From an optimization exercise on the open Yosys and OpenROAD flow, aimed at small area, a short achievable clock period and few clock cycles per item; shortcuts taken in it are not production practice.
In this exercise RTL edits were held to simulation tests only and were not proved equivalent to the original.

==> flow/design.v (outline; a module is shown in full before it is edited, if it fits) <==
// module rgba_source_over_blend: 3963 lines
module rgba_source_over_blend (
  input  logic        clk,
  input  logic        rst,
  input  logic        s_tvalid,
  output logic        s_tready,
  input  logic [63:0] s_tdata,
  output logic        m_tvalid,
  input  logic        m_tready,
  output logic [31:0] m_tdata
);
  // ...
==> flow/run.sh <==
#!/bin/bash
# synth_recipe.tcl (not shown) runs the flow's synth.tcl, then flattens the netlist and writes it again
# the make line also repeats each setting of config.mk as NAME=value (left out here)
make -C /OpenROAD-flow-scripts/flow DESIGN_CONFIG=/design/flow/config.mk WORK_HOME=/design/flow/orfs CLKGATE_MAP_FILE= SYNTH_SCRIPT=/design/flow/synth_recipe.tcl finish
==> flow/config.mk <==
export PLATFORM = sky130hd
export DESIGN_NAME = rgba_source_over_blend
export DESIGN_NICKNAME = rgba_source_over_blend
export VERILOG_FILES = /design/flow/design.v
export SDC_FILE = /design/flow/constraint.sdc
export NUM_CORES = 4
export LEC_CHECK = 0
export ABC_AREA = 1
export CAP_MARGIN = 20
export CORE_MARGIN = 2
export CORE_UTILIZATION = 40
export SETUP_SLACK_MARGIN = 5
export SLEW_MARGIN = 20
==> flow/constraint.sdc <==
create_clock -name core_clock -period 10.0 [get_ports {clk}]
set_input_delay 2.0000 -clock core_clock [delete_from_list [all_inputs] [get_ports {clk}]]
set_output_delay 2.0000 -clock core_clock [all_outputs]
set_load 0.01 [all_outputs]
==> impl_metrics.json, run 1 <==
{
  "cts_root_buf": "clkbuf_16",
  "synth-compound-area-share_pct": 10.99,
  "synth_top_area_share_pct": 34.55,
  "viasPerCell": 5.162,
  "placed_cell_area_sq_mm": 0.06227,
  "ys_top_cells_by_area": "edfxtp_1, ha_1, nand2_1",
  "final_util_pct": 44.90,
  "seq_area_sq_mm": 0.02066,
  "synth_edf_count": 682,
  "pre_cts_ws_ns": 4.161,
  "min_from": "q4_1[0]",
  "largest-register": "p2",
  "outcome": "timing/DRC/antenna clean",
  "period_share_pct": 47.96,
  "seq_cell_count": 691,
  "cp_slowest_cell": "edfxtp_1",
  "synth_common_cells": "nand2_1, inv_1, edfxtp_1",
  "dieArea_sq_mm": 0.1513,
  "endpoint": "r6_2[16]",
  "start_util_pct": 40.19,
  "synth_most_common_cell": "nand2_1",
  "final_area_sq_mm": 0.06621,
  "seq-cell-share_pct": 31.21,
  "synthMuxAreaShare_pct": 0.1541,
  "yosysTopAreaCell": "edfxtp_1",
  "crit_type": "flop to flop",
  "cts_resized": 37,
  "grt_util_met1_pct": 28.09,
  "wl_um": 166200,
  "die_x_um": 389.0,
  "routabilityCongestion": 0.9241,
  "top_usage_layer": "met2",
  "antenna_left": 0,
  "worst_pin_slew_ns": 1.026,
  "worst_setup_path_start_kind": "flop"
}
Testbench counts, summed over its fixed seeds: cycles 12,056, items 12,000.
==> run 2: changes to the inputs <==
--- a/flow/design.v
+++ b/flow/design.v
@@ -11,17 +11,17 @@
   input  logic        m_tready,
   output logic [31:0] m_tdata
 );
   logic go;
   logic sv;
   logic [31:0] skid;
   logic [31:0] res;
   logic res_v;
-  assign s_tready = go;
+  assign s_tready = ~(m_tvalid & sv);
   logic [7:0]  fa, ba;
   logic [7:0]  m0 [3];
   logic [2:0]  n0;
   logic [7:0]  bc0 [3];
   logic        v0;
   always_ff @(posedge clk) begin
     if (rst) v0 <= 1'b0;
     else if (go) v0 <= s_tvalid;
@@ -33,19 +33,21 @@
   for (genvar c = 0; c < 3; c++) begin : g_s0
     logic [7:0] fc, bc;
     logic [8:0] df;
     logic [7:0] dn;
     assign fc = s_tdata[8*c +: 8];
     assign bc = s_tdata[32 + 8*c +: 8];
     assign df = {1'b0, fc} - {1'b0, bc};
     assign dn = bc - fc;
+    logic [7:0] m;
+    assign m = df[8] ? dn : df[7:0];
     always_ff @(posedge clk) if (go) begin
       n0[c]  <= df[8];
-      m0[c]  <= df[8] ? dn : df[7:0];
+      m0[c]  <= m;
       bc0[c] <= bc;
     end
   end
   logic        dz;
   assign dz  = (fa == 8'd0) & (ba == 8'd0);
   logic dh_pp1;
   assign dh_pp1 = ba[0] & ~fa[0];
   logic dh_pp2;
==> flow/config.mk (replaced) <==
export PLATFORM = sky130hd
export DESIGN_NAME = rgba_source_over_blend
export DESIGN_NICKNAME = rgba_source_over_blend
export VERILOG_FILES = /design/flow/design.v
export SDC_FILE = /design/flow/constraint.sdc
export NUM_CORES = 4
export LEC_CHECK = 0
export CAP_MARGIN = 20
export CORE_MARGIN = 2
export CORE_UTILIZATION = 40
export SETUP_SLACK_MARGIN = 5
export SLEW_MARGIN = 20
==> run 2 against run 1 <==
Net effect: sequential share of layout area shrank 1.8 points; synthesized cell count shrank 23%; maximum frequency shrank 10%; global-route usage shrank 0.76 points; largest cell class unchanged; final cell count shrank 14%.
==> impl_metrics.json, run 2 <==
{
  "die_y_um": 378.9,
  "ctsHoldBuffers": 0,
  "min_path_type": "flop to flop",
  "largest-register": "p2",
  "antenna_found_initial": 3,
  "vias": 42220,
  "reg2reg_depth": 19,
  "rrSetupSlack_ns": 4.65,
  "hpwlAfterDp_um": 111700,
  "drive_above_1_share_pct": 23.92,
  "cts_tree": "built",
  "overflow": 0,
  "final_area_sq_mm": 0.07034,
  "routabilityCongestion": 0.8941,
  "ys_async_sr_fraction_pct": 0,
  "layout_min_cycle_time_ns": 5.347,
  "outcome": "timing/DRC/antenna clean",
  "post_drt_wl_per_cell_um": 19.56,
  "min_from": "bc3_2[0]",
  "holdPathEnd": "bc4_2[0]",
  "path_max_fanout": 12,
  "grt_pass1_vias": 40820,
  "synth_edf_count": 682,
  "synth_top_area_share_pct": 36.42,
  "synth_common_cells": "edfxtp_1, ha_1, inv_1",
  "final-max-slew-violation-count": 0,
  "drv_cap": 0,
  "nNetsFinal": 6899,
  "reg.largest.list": "p2 x48, m_tdata x32, skid x32",
  "max_stage_delay_ns": 0.45,
  "syn_to_final_growth_pct": 25.11,
  "cts_buffer_depth": 3,
  "h-tree-depth": 3,
  "r2r_start": "d4[1]",
  "grt_pass1_wl_um": 233700,
  "ioPinCount": 102,
  "fill_cells": 12440,
  "ys.flop_type": "edfxtp_1",
  "dieArea_sq_mm": 0.1436,
  "die_x_um": 378.9,
  "min_path_cells": 0,
  "largest_reg_flops": 48,
  "viasPerCell": 5.308,
  "final_common_cell": "edfxtp_1",
  "whs_ns": 0.4073,
  "setup_tns_ns": 0,
  "finalClockSkew_ns": 0.04534,
  "ys_warn_count": 5,
  "ys_top_cells_by_area": "edfxtp_1, ha_1, fa_1",
  "ys_types": 92,
  "drt_iter0_drc": 2727,
  "period_share_pct": 53.47,
  "placed_cell_area_sq_mm": 0.06010,
  "slew_headroom_pct": 26.65,
  "insertion_delay_ns": 0.70,
  "row_count": 137,
  "final_cell_mix": "edfxtp_1, ha_1, inv_1",
  "worst_pin_slew_ns": 1.092,
  "crit_chain": "clkinvlp_4 -> ha_4 -> nor2b_4 -> o31a_1 -> o41a_1 -> o311a_1 -> o21ai_2 -> o21ai_2 -> a211o_4 -> buf_6 -> mux2_2 -> ha_4 -> o41a_1 -> a211oi_2 -> o2bb2ai_2 -> o21ai_2 -> a221oi_4 -> buf_6 -> mux2_4",
  "dr.pass1.iters": 6,
  "start_util_pct": 40.30,
  "drc": 0,
  "syn-num-nets": 6275,
  "wl_um": 155600,
  "yosysSeqAreaShare_pct": 36.74,
  "grt_usage_pct": 20.96,
  "grt_max_degree": 134,
  "cp_slowest_cell": "o41a_1",
  "crit_top_cell": "o21ai_2",
  "coreArea_sq_mm": 0.1395,
  "ys_ff_latch": 691,
  "io_buffers": 101,
  "synth_most_common_cell": "edfxtp_1",
  "final_util_pct": 50.41,
  "clk_pin_slew_worst_paths_ns": 0.06,
  "syn_area_sq_mm": 0.05623,
  "crit_arrival_ns": 5.78,
  "crit_type": "flop to flop",
  "max_freq_mhz": 187.0,
  "hold_viol_final": 0,
  "yosysTopAreaCell": "edfxtp_1",
  "n_antenna_cell": 0,
  "setup_viol": 0,
  "worst_r2r_endpoint": "r5_2[16]",
  "rsz0062_at_grt": "true",
  "avgSynthCellArea_sq_um": 10.43,
  "antenna_left": 0,
  "clock_sinks": 691,
  "worst_setup_path_start_kind": "flop",
  "cp_data_required_time_ns": 10.44,
  "cts_buffers": 77,
  "cts_root_buf": "clkbuf_16",
  "worstSetupEndpointType": "flop",
  "synthCells": 5393
}
-- run 2: area by class of cell --
type | count | area (sq um) | area share, %
Clock buffer | 84 | 1974 | 2.807
Clock inverter | 56 | 745.7 | 1.060
Inverter | 568 | 2312 | 3.287
Multi-Input combinational cell | 4055 | 36590 | 52.01
Sequential cell | 691 | 20660 | 29.38
Tap cell | 1876 | 2347 | 3.337
Timing Repair Buffer | 624 | 5714 | 8.123
-- run 2: cells by family after synthesis --
logic type	after synthesis	share of synthesized area (%)
AO/OA/AOI/OAI	1101	12.67
XOR/XNOR	479	7.461
adder cells (fa/ha/maj)	814	20.68
multiplexers	306	6.055
flip-flops	691	36.74
buffers and inverters	653	4.446
AND/OR/NAND/NOR	1349	11.95
-- run 2: worst max path at each step --
stage | from | endpoint | slack [ns]
after floorplan | go | skid[0] | 4.08
after global placement | d5[1] | r6_1[10] | 3.26
after detailed placement | d5[1] | r6_1[10] | 3.17
after CTS | d4[1] | r5_2[13] | 4.69
after global routing | d5[1] | r6_2[8] | 4.46
final | d4[1] | r5_2[16] | 4.65
-- run 2: per-stage QoR --
stage                     setup WS [ns]  cells
after floorplan                   4.084   5393
after global placement            3.260   7312
after detailed placement          3.169   7312
after CTS                         4.690   7793
after global routing              4.464   7954
final                             4.653   7954
-- run 2: critical path: cells and delay by family (launching register included) --
family / cells / cell delay, ns
compound gates: 11 / 2.99
buf+inv: 3 / 0.55
simple gates: 1 / 0.12
fa+ha+maj: 2 / 0.40
flops: 1 / 0.42
mux: 2 / 0.62
-- run 2: metal layers --
metal	track usage, %	vias to the layer above	wire length [um]
met5	0	-	13
met1	27.57	20530	68480
li1	-	20550	-
met4	7.966	2	6551
met2	34.95	875	74230
met3	2.850	256	6311
-- run 2: what timing repair did --
action | in CTS | in global routing
endpoints found under the setup margin | 252 | 251
cloned | 19 | 2
resized for setup | 358 | 393
setup buffers | 322 | 158
pin swaps | 149 | 203
Testbench counts of run 2, summed over its fixed seeds: cycles 12,056, items 12,000.
==> run 3: changes to the inputs <==
--- a/flow/config.mk
+++ b/flow/config.mk
@@ -6,4 +6,5 @@
 export NUM_CORES = 4
 export LEC_CHECK = 0
+export ABC_AREA = 1
 export CAP_MARGIN = 20
 export CORE_MARGIN = 2
==> run 3 against run 2 <==
Net effect: still clean; count of clock-buffer cells in the layout up 7; core utilization down 5.2 points; final area down 6.1%; die area up 4.8%; non-clock buffer count down 421; global-route usage up 0.27 points; setup slack better by 0.58 ns; critical path type unchanged; critical endpoint is now r5_2[4]; largest cell class unchanged.
==> impl_metrics.json, run 3 <==
{
  "nNetsFinal": 8055,
  "start_util_pct": 40.36,
  "ioPinCount": 102,
  "synth_most_common_cell": "nand2_1",
  "clock_sinks": 691,
  "min_path_type": "flop to flop",
  "cts_buffers": 81,
  "synthCells": 7010,
  "antenna_left": 0,
  "h-tree-depth": 3,
  "synth_top_area_share_pct": 34.73,
  "cts_tree": "built",
  "grt_pass1_vias": 46000,
  "ys_top_cells_by_area": "edfxtp_1, ha_1, nand2_1",
  "row_count": 140,
  "insertion_delay_ns": 0.74,
  "outcome": "timing/DRC/antenna clean",
  "vias": 47040,
  "largest-register": "p2",
  "final_util_pct": 45.21,
  "path_max_fanout": 28,
  "antenna_found_initial": 3,
  "worstSetupEndpointType": "flop",
  "overflow": 0,
  "reg2reg_depth": 20,
  "cts_root_buf": "clkbuf_16",
  "ys_async_sr_fraction_pct": 0,
  "dr.pass1.iters": 8,
  "synth_common_cells": "nand2_1, inv_1, edfxtp_1",
  "hpwlAfterDp_um": 127500,
  "slew_headroom_pct": 36.34,
  "pre_cts_ws_ns": 4.539,
  "setup_tns_ns": 0,
  "setup_viol": 0,
  "min_path_cells": 0,
  "period_share_pct": 47.71,
  "rrSetupSlack_ns": 5.23,
  "final-max-slew-violation-count": 0,
  "worst_pin_slew_ns": 0.9550,
  "die_y_um": 388.0,
  "ys.flop_type": "edfxtp_1",
  "crit_arrival_ns": 5.17,
  "layout_min_cycle_time_ns": 4.771,
  "ys_ff_latch": 691,
  "drive_above_1_share_pct": 5.732,
  "fill_cells": 14220,
  "max_freq_mhz": 209.6,
  "crit_type": "flop to flop",
  "wl_um": 161700,
  "clk_pin_slew_worst_paths_ns": 0.06,
  "finalClockSkew_ns": 0.08076,
  "syn_to_final_growth_pct": 12.01,
  "drc": 0,
  "final_cell_mix": "nand2_1, inv_1, edfxtp_1",
  "ys_types": 62,
  "dieArea_sq_mm": 0.1505,
  "syn_area_sq_mm": 0.05897,
  "largest_reg_flops": 48,
  "synth_edf_count": 682,
  "yosysSeqAreaShare_pct": 35.04,
  "grt_max_degree": 167,
  "final_common_cell": "nand2_1",
  "syn-num-nets": 7892,
  "hold_viol_final": 0,
  "n_antenna_cell": 0,
  "ctsHoldBuffers": 0,
  "drv_cap": 0,
  "avgSynthCellArea_sq_um": 8.412,
  "reg.largest.list": "p2 x48, m_tdata x32, skid x32",
  "ys_warn_count": 5,
  "post_drt_wl_per_cell_um": 17.66,
  "die_x_um": 388.0,
  "cp_data_required_time_ns": 10.40,
  "cts_buffer_depth": 3,
  "viasPerCell": 5.137,
  "grt_pass1_wl_um": 252600,
  "rsz0062_at_grt": "true",
  "grt_usage_pct": 21.22,
  "yosysTopAreaCell": "edfxtp_1",
  "drt_iter0_drc": 2883,
  "worst_setup_path_start_kind": "flop",
  "io_buffers": 101,
  "coreArea_sq_mm": 0.1461,
  "fin_ws_ns": 5.229,
  "routabilityCongestion": 0.9189
}
[run 3: changes by cell type in the layout (fill, tap and decap cells not counted), sizes merged, moves of 160 or more]
cell and change:
a21oi +238, and2 -161, buf -415, inv +489
mux2 -264, nand2 +1426, nand3 +197, xor2 +160
[run 3: path summary, 6_finish.rpt]
path	startpoint	endpoint
worst max-delay path	d4[8]	r5_2[4]
worst min register to register	bc0[1][7]	bc2[1][7]
worst max register to register	d4[8]	r5_2[4]
worst min-delay path	bc0[1][7]	bc2[1][7]
[run 3: timing repair]
item	CTS	global route
endpoints found under the setup margin	116	208
buffers inserted	5	71
gates resized for setup	21	104
pin swaps	0	10
gates cloned	0	1
[run 3: area by class of cell]
cell class	instances	area [sq um]	area share (%)
clock buffer	91	2064	3.126
clock inverter	59	922.1	1.396
inverter	1037	4044	6.123
multi-input combinational	5159	34000	51.48
sequential	691	20660	31.29
tap	1917	2399	3.632
timing repair buffer	203	1952	2.955
[run 3: critical path, stage by stage, from the launching register on]
cell        delay [ns]
edfxtp_1          0.53
clkinvlp_4        0.29
ha_1              0.40
a21oi_1           0.17
o21ai_0           0.15
a21oi_1           0.29
o2111ai_4         0.19
buf_12            0.22
o21ai_1           0.29
ha_1              0.34
a21oi_1           0.15
nand2_1           0.14
a21oi_4           0.21
o21ai_2           0.10
nand2_1           0.07
nand3_1           0.10
a21o_1            0.22
nor2_4            0.22
nand2_8           0.15
nand2_1           0.11
o21ai_0           0.10
[run 3: cell families after synthesis]
kind of cell / synth area share (%)
mux: 0.1358
fa+ha+maj: 19.72
compound gates: 10.86
buf+inv: 7.751
flops: 35.04
xor+xnor: 7.499
simple gates: 19.01
[run 3: stage by stage]
step | instances | instance area (sq um) | hold WS, ns
after floorplan | 7010 | 58980 | 0.4003
after global placement | 8928 | 61940 | 0.4015
after detailed placement | 8929 | 61960 | 0.4045
after CTS | 9084 | 65050 | 0.3934
after global routing | 9157 | 66050 | 0.3973
final | 9157 | 66050 | 0.4008
[run 3: routing by layer]
metal  global-route usage, %  wire [um]  vias to the layer above  part of all wire (%)
met1                   27.30      71850                    22290                    44
met4                   6.707       5030                        2                   3.1
met2                   37.15      78660                      903                    49
li1                        -          -                    23640                     -
met5                       0         13                        -                0.0080
met3                   2.406       6165                      206                   3.8
==> run 4: changes to the inputs <==
--- a/flow/config.mk
+++ b/flow/config.mk
@@ -7,7 +7,8 @@
 export LEC_CHECK = 0
 export ABC_AREA = 1
-export CAP_MARGIN = 20
+export CAP_MARGIN = 0
 export CORE_MARGIN = 2
 export CORE_UTILIZATION = 40
+export CTS_BUF_LIST = sky130_fd_sc_hd__clkbuf_4 sky130_fd_sc_hd__clkbuf_8
 export SETUP_SLACK_MARGIN = 5
-export SLEW_MARGIN = 20
+export SLEW_MARGIN = 0
==> run 4 against run 3 <==
Net effect: still clean on timing, DRC and antenna; wire length barely moved; register-to-register slack got worse by 0.03 ns; hold slack got worse by 0.014 ns; final cell count rose by 0.86%; critical path type unchanged.
==> impl_metrics.json, run 4 <==
{
  "drive_above_1_share_pct": 6.497,
  "post_drt_wl_per_cell_um": 17.50,
  "h-tree-depth": 3,
  "m1WireLength_um": 71450,
  "insertion_delay_ns": 0.90,
  "finalClockSkew_ns": 0.09715,
  "antenna_found_initial": 5,
  "reg.largest.list": "p2 x48, m_tdata x32, skid x32",
  "drv_cap": 0,
  "nNetsFinal": 8095,
  "hpwlAfterDp_um": 127300,
  "ys.flop_type": "edfxtp_1",
  "ys_warn_count": 5,
  "ioPinCount": 102,
  "synth_most_common_cell": "nand2_1",
  "grt_pass1_wl_um": 252900,
  "crit_type": "flop to flop",
  "io_buffers": 101,
  "ys_top_cells_by_area": "edfxtp_1, ha_1, nand2_1",
  "grt_usage_pct": 21.21,
  "viasPerCell": 5.120,
  "outcome": "timing/DRC/antenna clean",
  "layout_min_cycle_time_ns": 4.796,
  "path_max_fanout": 28,
  "dr.pass1.iters": 6,
  "whs_ns": 0.3872,
  "drc": 0,
  "crit_arrival_ns": 5.36,
  "min_path_type": "flop to flop",
  "avgSynthCellArea_sq_um": 8.412,
  "setup_viol": 0,
  "dieArea_sq_mm": 0.1505,
  "coreArea_sq_mm": 0.1461,
  "final-max-slew-violation-count": 0,
  "yosysSeqAreaShare_pct": 35.04,
  "met3WireLength_um": 6549,
  "synth_edf_count": 682,
  "yosysTopAreaCell": "edfxtp_1",
  "rsz0062_at_grt": "false",
  "top_layer": "met5",
  "fin_ws_ns": 5.204,
  "wl_um": 161600,
  "antenna_left": 0,
  "grt_pass1_vias": 46200,
  "worst_pin_slew_ns": 1.116,
  "final_common_cell": "nand2_1",
  "slew_headroom_pct": 25.45,
  "die_x_um": 388.0,
  "pre_cts_ws_ns": 4.543,
  "final_cell_mix": "nand2_1, inv_1, edfxtp_1",
  "worst_setup_path_start_kind": "flop",
  "syn_area_sq_mm": 0.05897,
  "max_freq_mhz": 208.5,
  "die_y_um": 388.0,
  "ys_types": 62,
  "period_share_pct": 47.96,
  "placed_cell_area_sq_mm": 0.06194,
  "fill_cells": 14370,
  "cts_buffers": 120,
  "start_util_pct": 40.36,
  "routabilityCongestion": 0.9189,
  "worstSetupEndpointType": "flop",
  "drt_iter0_drc": 2865,
  "synth_common_cells": "nand2_1, inv_1, edfxtp_1",
  "cts_buffer_depth": 3,
  "setup_tns_ns": 0,
  "cts_root_buf": "clkbuf_8",
  "cts_tree": "built",
  "final_area_sq_mm": 0.06571,
  "vias": 47290,
  "largest-register": "p2",
  "synth_top_area_share_pct": 34.73,
  "hold_viol_final": 0,
  "met2_length_um": 77620,
  "ys_async_sr_fraction_pct": 0,
  "row_count": 140,
  "syn_to_final_growth_pct": 11.43,
  "clock_sinks": 691,
  "ys_ff_latch": 691,
  "synthCells": 7010,
  "cp_data_required_time_ns": 10.56,
  "clk_pin_slew_worst_paths_ns": 0.06,
  "syn-num-nets": 7892,
  "overflow": 0,
  "grt_max_degree": 167,
  "largest_reg_flops": 48
}
## run 4: cell count changes in the layout (fill, tap and decap cells not counted), sizes merged
cell,delta
diode,+8
inv,-9
clkbuf,+58
bufinv,-7
buf,+1
clkinvlp,+1
clkinv,+27
## run 4: critical path: stages, from the launching register on
cell and delay [ns]:
edfxtp_1 0.51, clkinvlp_4 0.26, buf_4 0.22, ha_1 0.35, nand2_1 0.11, nor2_2 0.16
nand2_1 0.13, inv_1 0.08, nand4_1 0.14, o2111ai_4 0.15, buf_12 0.22, nand2_1 0.07
o21ai_1 0.17, ha_1 0.34, a21oi_1 0.16, nand2_1 0.14, a21oi_4 0.21, o21ai_2 0.10
nand2_1 0.07, nand3_1 0.10, a21o_1 0.22, nor2_4 0.20, nand2_4 0.19, nand2_1 0.11
o21ai_0 0.10
## run 4: layout make-up
| class | instances | area [sq um] | share of cell area [%] |
|---|---|---|---|
| Sequential cell | 691 | 20660 | 31.45 |
| Clock buffer | 149 | 1869 | 2.845 |
| Inverter | 1037 | 4046 | 6.158 |
| Multi-Input combinational cell | 5159 | 34030 | 51.80 |
| Antenna cell | 8 | 20.02 | 0.03047 |
| Clock inverter | 71 | 724.4 | 1.103 |
| Tap cell | 1917 | 2399 | 3.650 |
| Timing Repair Buffer | 204 | 1951 | 2.969 |
## run 4: stage by stage
stage / instances / util (%)
finish: 9236 / 44.98
global route: 9233 / 44.97
CTS: 9153 / 44.25
detailed placement: 8928 / 42.40
global placement: 8928 / 42.40
floorplan: 7010 / -
## run 4: cells by family (layout without fill, tap and decap cells)
group | Yosys count | after routing | share of synthesized area (%)
AO/OA/AOI/OAI | 1147 | 1147 | 10.86
XOR/XNOR | 504 | 504 | 7.499
adder cells (fa/ha/maj) | 814 | 814 | 19.72
buffers and inverters | 1161 | 1461 | 7.751
flip-flops | 691 | 691 | 35.04
multiplexers | 8 | 8 | 0.1358
other | 0 | 8 | 0
AND/OR/NAND/NOR | 2685 | 2686 | 19.01
## run 4: timing repair
action | in CTS | in global routing
resized for setup | 22 | 109
buffers inserted | 5 | 74
hold buffers | 0 | 0
hold endpoints to repair | 0 | 0
pin swaps | 0 | 8
gates cloned | 0 | 1
endpoints found under the setup margin | 107 | 207
## run 4: worst paths after layout
| path | startpoint | end | slack [ns] | cells past startpoint |
|---|---|---|---|---|
| max reg2reg | d4[12] | r5_2[4] | 5.20 | 24 |
| min | r3_0[2] | r4_0[2] | 0.39 | 0 |
| min reg2reg | r3_0[2] | r4_0[2] | 0.39 | 0 |
| max | d4[12] | r5_2[4] | 5.20 | 24 |
## run 4: routing by layer
layer,GRT usage [%],vias to the layer above
met5,0,-
met4,7.287,2
met3,2.393,260
met2,36.70,951
met1,27.42,22350
li1,-,23730
==> run 5: changes to the inputs <==
--- a/flow/config.mk
+++ b/flow/config.mk
@@ -11,4 +11,5 @@
 export CORE_UTILIZATION = 40
 export CTS_BUF_LIST = sky130_fd_sc_hd__clkbuf_4 sky130_fd_sc_hd__clkbuf_8
+export PLACE_DENSITY = 0.75
 export SETUP_SLACK_MARGIN = 5
 export SLEW_MARGIN = 0
==> run 5 against run 4 <==
Net effect: clock skew fell by 0.0055 ns; global-route usage decreased by 0.76 points; register-to-register slack improved by 0.06 ns; first-iteration DRC count up 18%; critical path depth unchanged; setup slack improved by 0.057 ns; core utilization down 0.10 points; die area unchanged; hold slack got worse by 0.0043 ns; maximum frequency up 1.2%; sequential share of layout area grew 0.072 points; largest cell class unchanged; highest routed layer unchanged.
==> impl_metrics.json, run 5 <==
{
  "worstSetupEndpointType": "flop",
  "drt_iter0_drc": 3370,
  "ys_types": 62,
  "final_common_cell": "nand2_1",
  "min_from": "r3_0[4]",
  "dieArea_sq_mm": 0.1505,
  "hold_viol_final": 0,
  "multiInputGateArea_sq_mm": 0.03398,
  "reg2reg_depth": 24,
  "ioPinCount": 102,
  "largest_reg_flops": 48,
  "path_delay_family": "simple AND/OR/NAND/NOR gates",
  "drc": 0,
  "ys_ff_latch": 691,
  "worst_r2r_endpoint": "r6_2[17]",
  "finalClockSkew_ns": 0.09161,
  "reg.largest.list": "p2 x48, m_tdata x32, skid x32",
  "grt_pass1_wl_um": 246500,
  "r2r_start": "d5[14]",
  "die_x_um": 388.0,
  "nNetsFinal": 8096,
  "worst_pin_slew_ns": 1.103,
  "grt_max_degree": 177,
  "antenna_found_initial": 4,
  "rsz0062_at_grt": "true",
  "largest-register": "p2",
  "crit_type": "flop to flop",
  "final_cell_mix": "nand2_1, inv_1, edfxtp_1",
  "setup_tns_ns": 0,
  "synth-xor-area-share_pct": 7.499,
  "wl_um": 156500,
  "hpwlAfterDp_um": 122900,
  "synth_top_family_by_area": "adder cells",
  "cts_tree": "built",
  "rrSetupSlack_ns": 5.26,
  "grt_usage_pct": 20.45,
  "synth_edf_count": 682,
  "ys_warn_count": 5,
  "synth-compound-area-share_pct": 10.86,
  "synthAdderAreaFrac_pct": 19.72,
  "drive_above_1_share_pct": 6.802,
  "holdPathEnd": "r4_0[4]",
  "syn_area_sq_mm": 0.05897,
  "grt_pass1_vias": 46200,
  "post_drt_wl_per_cell_um": 16.96,
  "die_y_um": 388.0,
  "start_util_pct": 40.36,
  "crit_chain": "clkinvlp_4 -> ha_1 -> nand2_1 -> nor3_1 -> nand2_1 -> inv_1 -> nand4_1 -> o2111ai_2 -> buf_6 -> nor2_1 -> a21oi_1 -> ha_1 -> nand2_1 -> inv_1 -> a21oi_2 -> o21ai_2 -> nand2_1 -> nand3_1 -> a21o_1 -> nor2_1 -> nand2_4 -> inv_4 -> nand2_1 -> nand2_1",
  "syn-num-nets": 7892,
  "yosysSeqAreaShare_pct": 35.04,
  "cts_buffers": 113,
  "cts_buffer_depth": 3,
  "cp_slowest_cell": "ha_1",
  "ys.flop_type": "edfxtp_1",
  "ys_async_sr_fraction_pct": 0,
  "max_stage_delay_ns": 0.44,
  "worst_setup_path_start_kind": "flop",
  "whs_ns": 0.3829,
  "max_freq_mhz": 211.0,
  "path_max_fanout": 32,
  "cp_data_required_time_ns": 10.71,
  "overflow": 0,
  "ys_top_cells_by_area": "edfxtp_1, ha_1, nand2_1",
  "viasPerCell": 5.164,
  "setup_viol": 0,
  "clock_sinks": 691,
  "io_buffers": 101,
  "outcome": "timing/DRC/antenna clean",
  "min_path_type": "flop to flop",
  "dr.pass1.iters": 6,
  "yosys.area_share.simple_pct": 19.01,
  "period_share_pct": 47.39,
  "row_count": 140,
  "coreArea_sq_mm": 0.1461,
  "syn_to_final_growth_pct": 11.17,
  "final-max-slew-violation-count": 0,
  "crit_arrival_ns": 5.45,
  "vias": 47650,
  "ctsHoldBuffers": 0,
  "crit_top_cell": "nand2_1",
  "crit_buf_inv": 5,
  "insertion_delay_ns": 0.88,
  "fill_cells": 14070,
  "synth_most_common_cell": "nand2_1",
  "synthCells": 7010,
  "clk_pin_slew_worst_paths_ns": 0.06,
  "synth_common_cells": "nand2_1, inv_1, edfxtp_1",
  "antenna_left": 0,
  "synth_top_area_share_pct": 34.73,
  "layout_min_cycle_time_ns": 4.739,
  "routabilityCongestion": 0.9964,
  "seq_area_sq_mm": 0.02066,
  "drv_cap": 0,
  "h-tree-depth": 3,
  "slew_headroom_pct": 26.33,
  "avgSynthCellArea_sq_um": 8.412,
  "min_path_cells": 0,
  "yosysTopAreaCell": "edfxtp_1",
  "synthMuxAreaShare_pct": 0.1358,
  "cts_root_buf": "clkbuf_8"
}
-- run 5: cell counts after synthesis --
No cell type changed its count.
-- run 5: cell type report --
cell class | instances | area share [%]
diodes | 4 | 0.01527
multi-input cells | 5159 | 51.83
flip-flops and latches | 691 | 31.52
clock buffers | 151 | 2.827
inverters | 1037 | 6.182
well taps | 1917 | 3.659
repair buffers | 212 | 2.892
clock inverters | 57 | 1.076
-- run 5: worst max-delay path by stage --
stage | cells after the start | startpoint | end
2_1_floorplan | 2 | go | skid[0]
3_3_place_gp | 19 | fa[6] | d2[14]
3_5_place_dp | 19 | fa[6] | d2[14]
4_1_cts | 22 | d5[1] | r6_2[17]
5_1_grt | 24 | d5[14] | r6_2[13]
6_report | 24 | d5[14] | r6_2[17]
-- run 5: through the flow --
step / cells / setup slack (ns) / cell area [sq um] / utilization (%)
6_report: 9228 / 5.261 / 65560 / 44.87
5_1_grt: 9227 / 4.902 / 65550 / 44.87
4_1_cts: 9156 / 5.003 / 64700 / 44.29
3_5_place_dp: 8928 / 4.475 / 61920 / 42.39
3_3_place_gp: 8928 / 4.497 / 61920 / 42.39
2_1_floorplan: 7010 / 3.754 / 58980 / -
-- run 5: cells by family after synthesis --
| logic type | Yosys count |
|---|---|
| buffers and inverters | 1161 |
| XOR/XNOR | 504 |
| flip-flops | 691 |
| multiplexers | 8 |
| adder cells (fa/ha/maj) | 814 |
| AO/OA/AOI/OAI | 1147 |
| AND/OR/NAND/NOR | 2685 |
-- run 5: timing repair --
action | 4_1_cts | 5_1_grt
cloned | 0 | 1
endpoints found under the setup margin | 83 | 226
pin swaps | 1 | 4
gates resized for setup | 18 | 92
setup buffers | 20 | 67
-- run 5: metal layers --
layer  global-route usage [%]  routed length (um)  up-vias  share of wire [%]
met5                        0                  13        -             0.0083
met4                    7.740                6069        2                3.9
met3                    2.812                8259      291                5.3
met2                    34.92               74330     1284                 47
met1                    26.24               67880    22360                 43
li1                         -                   -    23720                  -
-- run 5: worst reg2reg max path: stages, from the launching register on --
cell and delay, ns:
edfxtp_1 0.40, clkinvlp_4 0.30, ha_1 0.45, nand2_1 0.10
nor3_1 0.24, nand2_1 0.13, inv_1 0.08, nand4_1 0.09
o2111ai_2 0.10, buf_6 0.30, nor2_1 0.08, a21oi_1 0.41
ha_1 0.38, nand2_1 0.09, inv_1 0.05, a21oi_2 0.22
o21ai_2 0.11, nand2_1 0.07, nand3_1 0.09, a21o_1 0.18
nor2_1 0.17, nand2_4 0.19, inv_4 0.18, nand2_1 0.07
nand2_1 0.09
==> run 6: changes to the inputs <==
--- a/flow/config.mk
+++ b/flow/config.mk
@@ -9,5 +9,5 @@
 export CAP_MARGIN = 0
 export CORE_MARGIN = 2
-export CORE_UTILIZATION = 40
+export CORE_UTILIZATION = 50
 export CTS_BUF_LIST = sky130_fd_sc_hd__clkbuf_4 sky130_fd_sc_hd__clkbuf_8
 export PLACE_DENSITY = 0.75
==> run 6 against run 5 <==
Net effect: highest routed layer is now met4; still clean; first-iteration DRC count up 8.3%; critical endpoint is now r6_1[16]; sequential cell count unchanged; largest cell class unchanged.
==> impl_metrics.json, run 6 <==
{
  "outcome": "timing/DRC/antenna clean",
  "crit_chain": "inv_1 -> ha_1 -> a21oi_1 -> o21ai_0 -> a221oi_1 -> nand3_1 -> buf_4 -> o21ai_0 -> ha_1 -> a21oi_1 -> nand2_1 -> a21oi_2 -> o21ai_2 -> nand3_1 -> nand3_1 -> a21o_1 -> nor2_1 -> nand2_2 -> inv_4 -> nand2_1 -> nand2_1",
  "synthCells": 7010,
  "synth_top_area_share_pct": 34.73,
  "syn_area_sq_mm": 0.05897,
  "final_common_cell": "nand2_1",
  "ys.flop_type": "edfxtp_1",
  "row_count": 125,
  "worst_pin_slew_ns": 1.093,
  "wl_um": 155800,
  "hpwlAfterDp_um": 122200,
  "synth_edf_count": 682,
  "antenna_left": 0,
  "routabilityCongestion": 0.9639,
  "cp_slowest_cell": "edfxtp_1",
  "hold_viol_final": 0,
  "max_stage_delay_ns": 0.45,
  "grt_usage_pct": 25.53,
  "die_y_um": 347.4,
  "avgSynthCellArea_sq_um": 8.412,
  "setup_viol": 0,
  "vias": 47790,
  "start_util_pct": 50.61,
  "crit_type": "flop to flop",
  "worst_setup_path_start_kind": "flop",
  "die_x_um": 347.4,
  "ys_async_sr_fraction_pct": 0,
  "yosys.area_share.simple_pct": 19.01,
  "crit_arrival_ns": 5.48,
  "drv_cap": 0,
  "largest-register": "p2",
  "fill_cells": 10400,
  "final_cell_mix": "nand2_1, inv_1, edfxtp_1",
  "synth_most_common_cell": "nand2_1",
  "cts_buffer_depth": 3,
  "setup_tns_ns": 0,
  "multiInputGateArea_sq_mm": 0.03392,
  "pre_cts_ws_ns": 4.523,
  "largest_reg_flops": 48,
  "cts_tree": "built",
  "grt_max_degree": 181,
  "clock_sinks": 691,
  "worstSetupEndpointType": "flop",
  "coreArea_sq_mm": 0.1165,
  "seq_area_sq_mm": 0.02066,
  "ys_top_cells_by_area": "edfxtp_1, ha_1, nand2_1",
  "dieArea_sq_mm": 0.1207,
  "h-tree-depth": 3,
  "synthAdderAreaFrac_pct": 19.72,
  "antenna_found_initial": 3,
  "syn-num-nets": 7892,
  "clk_pin_slew_worst_paths_ns": 0.07,
  "dr.pass1.iters": 6,
  "syn_to_final_growth_pct": 9.701,
  "ys_types": 62,
  "final-max-slew-violation-count": 0,
  "nNetsFinal": 8059,
  "layout_min_cycle_time_ns": 4.842,
  "synth-xor-area-share_pct": 7.499,
  "ys_ff_latch": 691,
  "overflow": 0,
  "reg.largest.list": "p2 x48, m_tdata x32, skid x32",
  "drc": 0,
  "synth_top_family_by_area": "adder cells",
  "synth_common_cells": "nand2_1, inv_1, edfxtp_1",
  "place_inst": 8533,
  "rsz0062_at_grt": "true",
  "min_path_type": "flop to flop",
  "fin_ws_ns": 5.158,
  "post_drt_wl_per_cell_um": 17.70,
  "period_share_pct": 48.42,
  "finalClockSkew_ns": 0.06592,
  "path_delay_family": "compound AO/OA/AOI/OAI gates",
  "drive_above_1_share_pct": 5.928,
  "crit_buf_inv": 3,
  "yosysSeqAreaShare_pct": 35.04,
  "synthMuxAreaShare_pct": 0.1358,
  "ys_warn_count": 5,
  "final_cells": 8801,
  "max_freq_mhz": 206.5,
  "grt_pass1_wl_um": 244900,
  "drt_iter0_drc": 3650,
  "ioPinCount": 102,
  "synth-compound-area-share_pct": 10.86,
  "grt_pass1_vias": 46620,
  "yosysTopAreaCell": "edfxtp_1",
  "insertion_delay_ns": 0.83,
  "cts_root_buf": "clkbuf_8",
  "path_max_fanout": 32,
  "cp_data_required_time_ns": 10.64,
  "slew_headroom_pct": 26.96,
  "io_buffers": 101,
  "viasPerCell": 5.429,
  "cts_buffers": 117
}
## run 6: cell types whose count changed in the layout (fill, tap and decap cells not counted), moves of 3 or more
| cell | before | now |
|---|---|---|
| clkinv_1 | 19 | 29 |
| inv_16 | 3 | 0 |
| clkinvlp_4 | 35 | 22 |
| clkbuf_4 | 36 | 28 |
| inv_1 | 988 | 999 |
| buf_4 | 103 | 59 |
## run 6: per-stage QoR
step	area [sq um]	hold slack, ns	utilization [%]
2_1_floorplan	58980	0.4003	-
3_3_place_gp	61430	0.4003	52.72
3_5_place_dp	61430	0.4045	52.72
4_1_cts	64060	0.3957	54.98
5_1_grt	64680	0.4096	55.51
6_report	64690	0.3902	55.52
## run 6: logic make-up (layout without fill, tap and decap cells)
kind of cell | Yosys count | after routing
AOI/OAI and AO/OA | 1147 | 1147
xor gates and xnor gates | 504 | 504
adders and majority gates | 814 | 814
buffers and inverters | 1161 | 1422
DFF | 691 | 691
muxes | 8 | 8
other | 0 | 6
and+or+nand+nor | 2685 | 2685
## run 6: final timing paths
path / endpoint / slack (ns) / cells past startpoint / startpoint
worst min register to register: r5_0[2] / 0.39 / 0 / r4_0[2]
worst max-delay path: r6_1[16] / 5.16 / 21 / d5[12]
worst min-delay path: r5_0[2] / 0.39 / 0 / r4_0[2]
worst max register to register: r6_1[16] / 5.16 / 21 / d5[12]
## run 6: layout make-up
type	instances	area share, %
Antenna cell	6	0.02321
Clock buffer	145	2.814
Clock inverter	68	1.118
Inverter	1037	6.201
Multi-Input combinational cell	5158	52.44
Sequential cell	691	31.94
Tap cell	1524	2.948
Timing Repair Buffer	172	2.516
## run 6: repair_timing
item / in CTS / in global routing
gates resized for setup: 6 / 85
setup buffers: 7 / 42
pin swaps: 0 / 4
hold endpoints to repair: 0 / 0
hold buffers: 0 / 0
endpoints found under the setup margin: 73 / 191
## run 6: layer usage
metal | vias to the layer above | share of wire (%) | track usage [%]
li1 | 23640 | - | -
met1 | 22600 | 42 | 32.06
met2 | 1245 | 48 | 44.29
met3 | 306 | 4.9 | 3.110
met4 | 0 | 4.4 | 10.91
met5 | - | 0 | 0

separate check: timing with driven ports:
How much do the figures lean on ideal ports? The routed layouts below were timed once more, with nothing changed but the port constraints. Step 1 (the two cells are an assumption about what drives the block):
set clk [get_ports {clk}]
set_driving_cell -lib_cell sky130_fd_sc_hd__clkbuf_16 $clk
set_driving_cell -lib_cell sky130_fd_sc_hd__buf_2 [delete_from_list [all_inputs] $clk]
Step 2 times the ports against the registers' clock, not the clock port: input delays grow and output delays shrink by t, the midpoint of the rising clock arrivals with the driver on. a / b / c = ideal ports / drivers / drivers and shift; a / b = the first two.
| run | t (ns) | setup WS [ns] | latest minus earliest clock arrival (ns) | slew at the worst register clock pin (ns) | pins driven straight from the clock port |
|---|---|---|---|---|---|
| run 1 | 0.760 | 5.204 / 5.204 / 5.204 | 0.084 / 0.084 | 0.07 / 0.07 | 1 |
| run 2 | 0.750 | 4.653 / 4.653 / 4.491 | 0.046 / 0.046 | 0.07 / 0.07 | 1 |
| run 3 | 0.766 | 5.229 / 5.229 / 5.012 | 0.082 / 0.082 | 0.07 / 0.07 | 1 |
| run 4 | 0.917 | 5.204 / 5.204 / 5.023 | 0.102 / 0.103 | 0.07 / 0.07 | 1 |
| run 5 | 0.907 | 5.261 / 5.261 / 5.224 | 0.091 / 0.091 | 0.08 / 0.08 | 1 |
| run 6 | 0.874 | 5.158 / 5.158 / 5.158 | 0.066 / 0.066 | 0.08 / 0.08 | 1 |
After both steps setup and hold are still met in every run listed. The setup slack of run 3, which loses most, moves by 0.000 ns with the drivers and by -0.217 ns with both steps.
